Background: an optimization exercise with open tools, aiming at small area, a short achievable clock period and few clock cycles. Do not read the settings as production practice.
RTL that was checked went through simulation tests only; none was proved equivalent to the original.
Power figures rest on the tool's default switching activity, not on a simulated workload.

build 19:
Design lidar_scan_packet_deframer, start of the top module:
module lidar_scan_packet_deframer
(
  input  logic        clk,
  input  logic        rst,
  input  logic        s_tvalid,
  output logic        s_tready,
  input  logic [7:0]  s_tdata,
  output logic        m_tvalid,
  input  logic        m_tready,
  output logic [63:0] m_tdata,
  output logic [2:0]  m_tuser,
  output logic        m_tlast,
  input  logic        psel,
  input  logic        penable,
  input  logic        pwrite,
  input  logic [2:0]  paddr,
  input  logic [31:0] pwdata,
  output logic [31:0] prdata,
  output logic        pready
);
export LEC_CHECK = 0
export ABC_CLOCK_PERIOD_IN_PS = 2000
export CAP_MARGIN = 20
export CORE_MARGIN = 2
export CORE_UTILIZATION = 25
export CTS_CLUSTER_DIAMETER = 100
export CTS_CLUSTER_SIZE = 30
export SETUP_SLACK_MARGIN = 2.3
export SLEW_MARGIN = 20
create_clock -name core_clock -period 4.5 [get_ports {clk}]
run.sh (not shown) runs the stock make flow with config.mk's settings and CLKGATE_MAP_FILE= SYNTH_SCRIPT=/design/flow/synth_recipe.tcl, a recipe that flattens the netlist after the stock synthesis.
Build 19 | status: complete | timing, DRC, antenna: pass
Testbench counts of build 19, summed over its fixed seeds: cycles 18,726.
Here is what was changed in the inputs of build 93 compared with build 19.
--- a/flow/config.mk
+++ b/flow/config.mk
@@ -11 +11 @@
-export CORE_UTILIZATION = 25
+export CORE_UTILIZATION = 30
@@ -13 +13 @@
-export CTS_CLUSTER_SIZE = 30
+export CTS_CLUSTER_SIZE = 25
Results
- Build 93 ended with more last weighted congestion value of the routability-driven placer than build 19.
- Between build 19 and build 93, first-iteration DRC count is higher for build 19, build 93 comes in under that.
- Changes observed in build 93 relative to build 19: via count -0.44%, signed area change from the synthesized netlist to the final layout down 0.63 points, cell count went down by 330.
- Build 93 vs build 19 — non-clock inverter count in the final layout dropped by a few percent
- [build 93 vs build 19] number of gates on the worst path with buffers counted: higher in build 93
- On time the final worst path needs with I/O delays and setup, build 93 does better than build 19.
- Wire length on met1 in build 93 is 1.3 mm lower than in build 19
What build 37 does differently from build 93 at the input level:
--- a/flow/config.mk
+++ b/flow/config.mk
@@ -13 +13 @@
-export CTS_CLUSTER_SIZE = 25
+export CTS_CLUSTER_SIZE = 30
### Flow results
Build 37: share of the clock period used by the worst path after layout 0.19 points below build 93. Summary of build 37 over build 93: clock input transition at the sequential cells of the worst setup and hold paths now sits at about the same level, clock power fell about 4%, number of non-clock buffers in the layout moved down, number of placement rows now sits at about the same level, shortest period the worst path allows fell by 8.5 ps.

* * *

Another version of the RTL of lidar_scan_packet_deframer (not shown whole).
Size: ~2,100 cells after synthesis, ~870 flip-flops, ~150 I/O pins, roughly 33,000 um2 of cells after synthesis.
## lidar_scan_packet_deframer
module lidar_scan_packet_deframer
(
  input  logic        clk,
  input  logic        rst,
  input  logic        s_tvalid,
  output logic        s_tready,
  input  logic [7:0]  s_tdata,
  output logic        m_tvalid,
  input  logic        m_tready,
  output logic [63:0] m_tdata,
  output logic [2:0]  m_tuser,
  output logic        m_tlast,
  input  logic        psel,
  input  logic        penable,
  input  logic        pwrite,
  input  logic [2:0]  paddr,
  input  logic [31:0] pwdata,
  output logic [31:0] prdata,
  output logic        pready
);
export LEC_CHECK = 0
export ABC_CLOCK_PERIOD_IN_PS = 2000
export CAP_MARGIN = 20
export CORE_MARGIN = 2
export CORE_UTILIZATION = 30
export CTS_CLUSTER_DIAMETER = 100
export CTS_CLUSTER_SIZE = 30
export SETUP_SLACK_MARGIN = 2.35
export SLEW_MARGIN = 20
create_clock -name core_clock -period 4.5 [get_ports {clk}]
The first run ran to the end with no violations.
Testbench counts at the start, summed over its fixed seeds: cycles 18,635.
Change:
Settings changed: SETUP_SLACK_MARGIN 2.35 to 2.3.
The changed run went through all stages and came out clean.
Critical path depth grows by 5.
Setup slack got worse by 0.027 ns.
Wire length barely changes.
Maximum frequency shrinks by about 1.2%.
Via count shrinks by 1.1%.
Sequential power grows by about 0.4%.
Count of clock-buffer cells in the layout grows by 5.
Change:
Settings changed: SETUP_SLACK_MARGIN 2.3 to 2.4.
Result: The new run completed with no timing, DRC or antenna violations; count of clock-buffer cells in the layout drops by 6; total power climbs by 0.36%; design area climbs by about 1.5%; sequential share of layout area drops by 0.86 points; global-route usage barely changes; clock skew climbs by 0.0065 ns; register-to-register slack improves by 0.14 ns; routed wire length drops by 0.83%; hold slack barely changes; via count climbs by about 1.2%; cell count climbs by about 1.5%.

* * *

lidar_scan_packet_deframer, a different RTL version from the one above (not shown whole).
Size: ~2,300 cells after synthesis, roughly 150 I/O pins.
Settings: LEC_CHECK=0, ABC_CLOCK_PERIOD_IN_PS=2000, CAP_MARGIN=20, CORE_MARGIN=2, CORE_UTILIZATION=30, SETUP_SLACK_MARGIN=2.3, SLEW_MARGIN=20; clock period 4.5 ns.
The first run went through all stages and came out clean.
Then changed:
--- a/flow/config.mk
+++ b/flow/config.mk
@@ -8 +8 @@
-export ABC_CLOCK_PERIOD_IN_PS = 2000
+export ABC_CLOCK_PERIOD_IN_PS = 2100
@@ -11,2 +11,2 @@
-export CORE_UTILIZATION = 30
-export SETUP_SLACK_MARGIN = 2.3
+export CORE_UTILIZATION = 40
+export SETUP_SLACK_MARGIN = 2.15
Routed wire length rises by 0.41%.
Total power rises by 1.8%.
Area after synthesis does not change.
Clock-buffer cell count rises by 9.
Global-route usage rises by 5.2 points.
Hold slack barely changes.
Cell area falls by 0.95%.
Clock power rises by 4.4%.
Worst setup slack got worse by 0.085 ns.
No run of this note included a check of the RTL's function; only the layout flow was run.

* * *

lidar_scan_packet_deframer, a different RTL version from the one above (not shown whole).
For scale: about 150 I/O pins, ~0.033 mm^2 of cells after synthesis.
clock: 4.5 ns
lec_check: 0
abc_clock_period_in_ps: 2000
cap_margin: 20
core_margin: 2
core_utilization: 27
cts_cluster_diameter: 100
cts_cluster_size: 30
setup_slack_margin: 2.4
slew_margin: 20
Testbench counts at the start, summed over its fixed seeds: cycles 18,635.
Edit:
Settings changed: CORE_UTILIZATION 27 to 33, SETUP_SLACK_MARGIN 2.4 to 2.35.
Effect: Synthesized area is unchanged. Non-clock buffer count shrinks by 22. Fmax shrinks slightly. Sequential power is about the same. Hold slack stays flat. Die area shrinks by about a fifth. Register-to-register slack degrades by 0.08 ns. Synthesized cell count does not change.
Edit:
Settings changed: CORE_UTILIZATION 33 to 30.
Outcome: The new run produced a clean layout; synthesized area is unchanged; non-clock buffer count shrinks by 10; setup slack gets better by 0.019 ns; sequential share of layout area stays flat; wire length fell by about 0.7%; sequential power barely changes; via count came out higher by 0.32%; critical path depth shrinks by 2; die area rises by about 10%.

==> port drivers added, routing unchanged <==
The results above use ideal ports. As a check the final layouts listed here were re-extracted and re-timed, cells and wires unchanged. Step 1 assumes that a clkbuf_16 drives the clock port and a buf_2 every other input. Step 2 moves the port delays by t, midway between the first and last clock arrival at a register: inputs arrive t later, outputs are due t later. That takes back most of the time a late clock gives input paths. a / b / c = ideal ports / drivers / drivers and shift; a / b = the first two.
run	t (ns)	slack for setup (ns)	worst setup path at the end	worst register clock-pin slew, ns	worst slew at a driven data input, ns
build 19	0.680	2.263 / 2.192 / 1.722	input to register	0.12 / 0.12	0.07
build 93	0.691	2.322 / 2.273 / 1.702	input to register	0.11 / 0.11	0.05
build 37	0.680	2.330 / 2.260 / 1.699	input to register	0.12 / 0.12	0.05
the first run of note 2	0.669	2.294 / 2.208 / 1.782	input to register	0.12 / 0.12	0.13
the second run of note 2	0.659	2.267 / 2.267 / 1.694	input to register	0.12 / 0.12	0.07
the third run of note 2	0.672	2.359 / 2.269 / 1.725	input to register	0.12 / 0.12	0.13
the first run of note 3	0.716	2.172 / 2.172 / 1.606	input to register	0.07 / 0.07	0.04
the second run of note 3	0.698	2.087 / 2.087 / 1.499	input to register	0.07 / 0.07	0.04
the first run of note 4	0.666	2.349 / 2.267 / 1.748	input to register	0.12 / 0.12	0.12
the second run of note 4	0.659	2.312 / 2.264 / 1.696	input to register	0.12 / 0.12	0.10
the third run of note 4	0.676	2.331 / 2.255 / 1.713	input to register	0.12 / 0.12	0.12
After both steps every run listed still meets setup and hold. For the third run of note 2, which loses most, drivers alone change the setup slack by -0.090 ns; drivers and shift together by -0.634 ns.
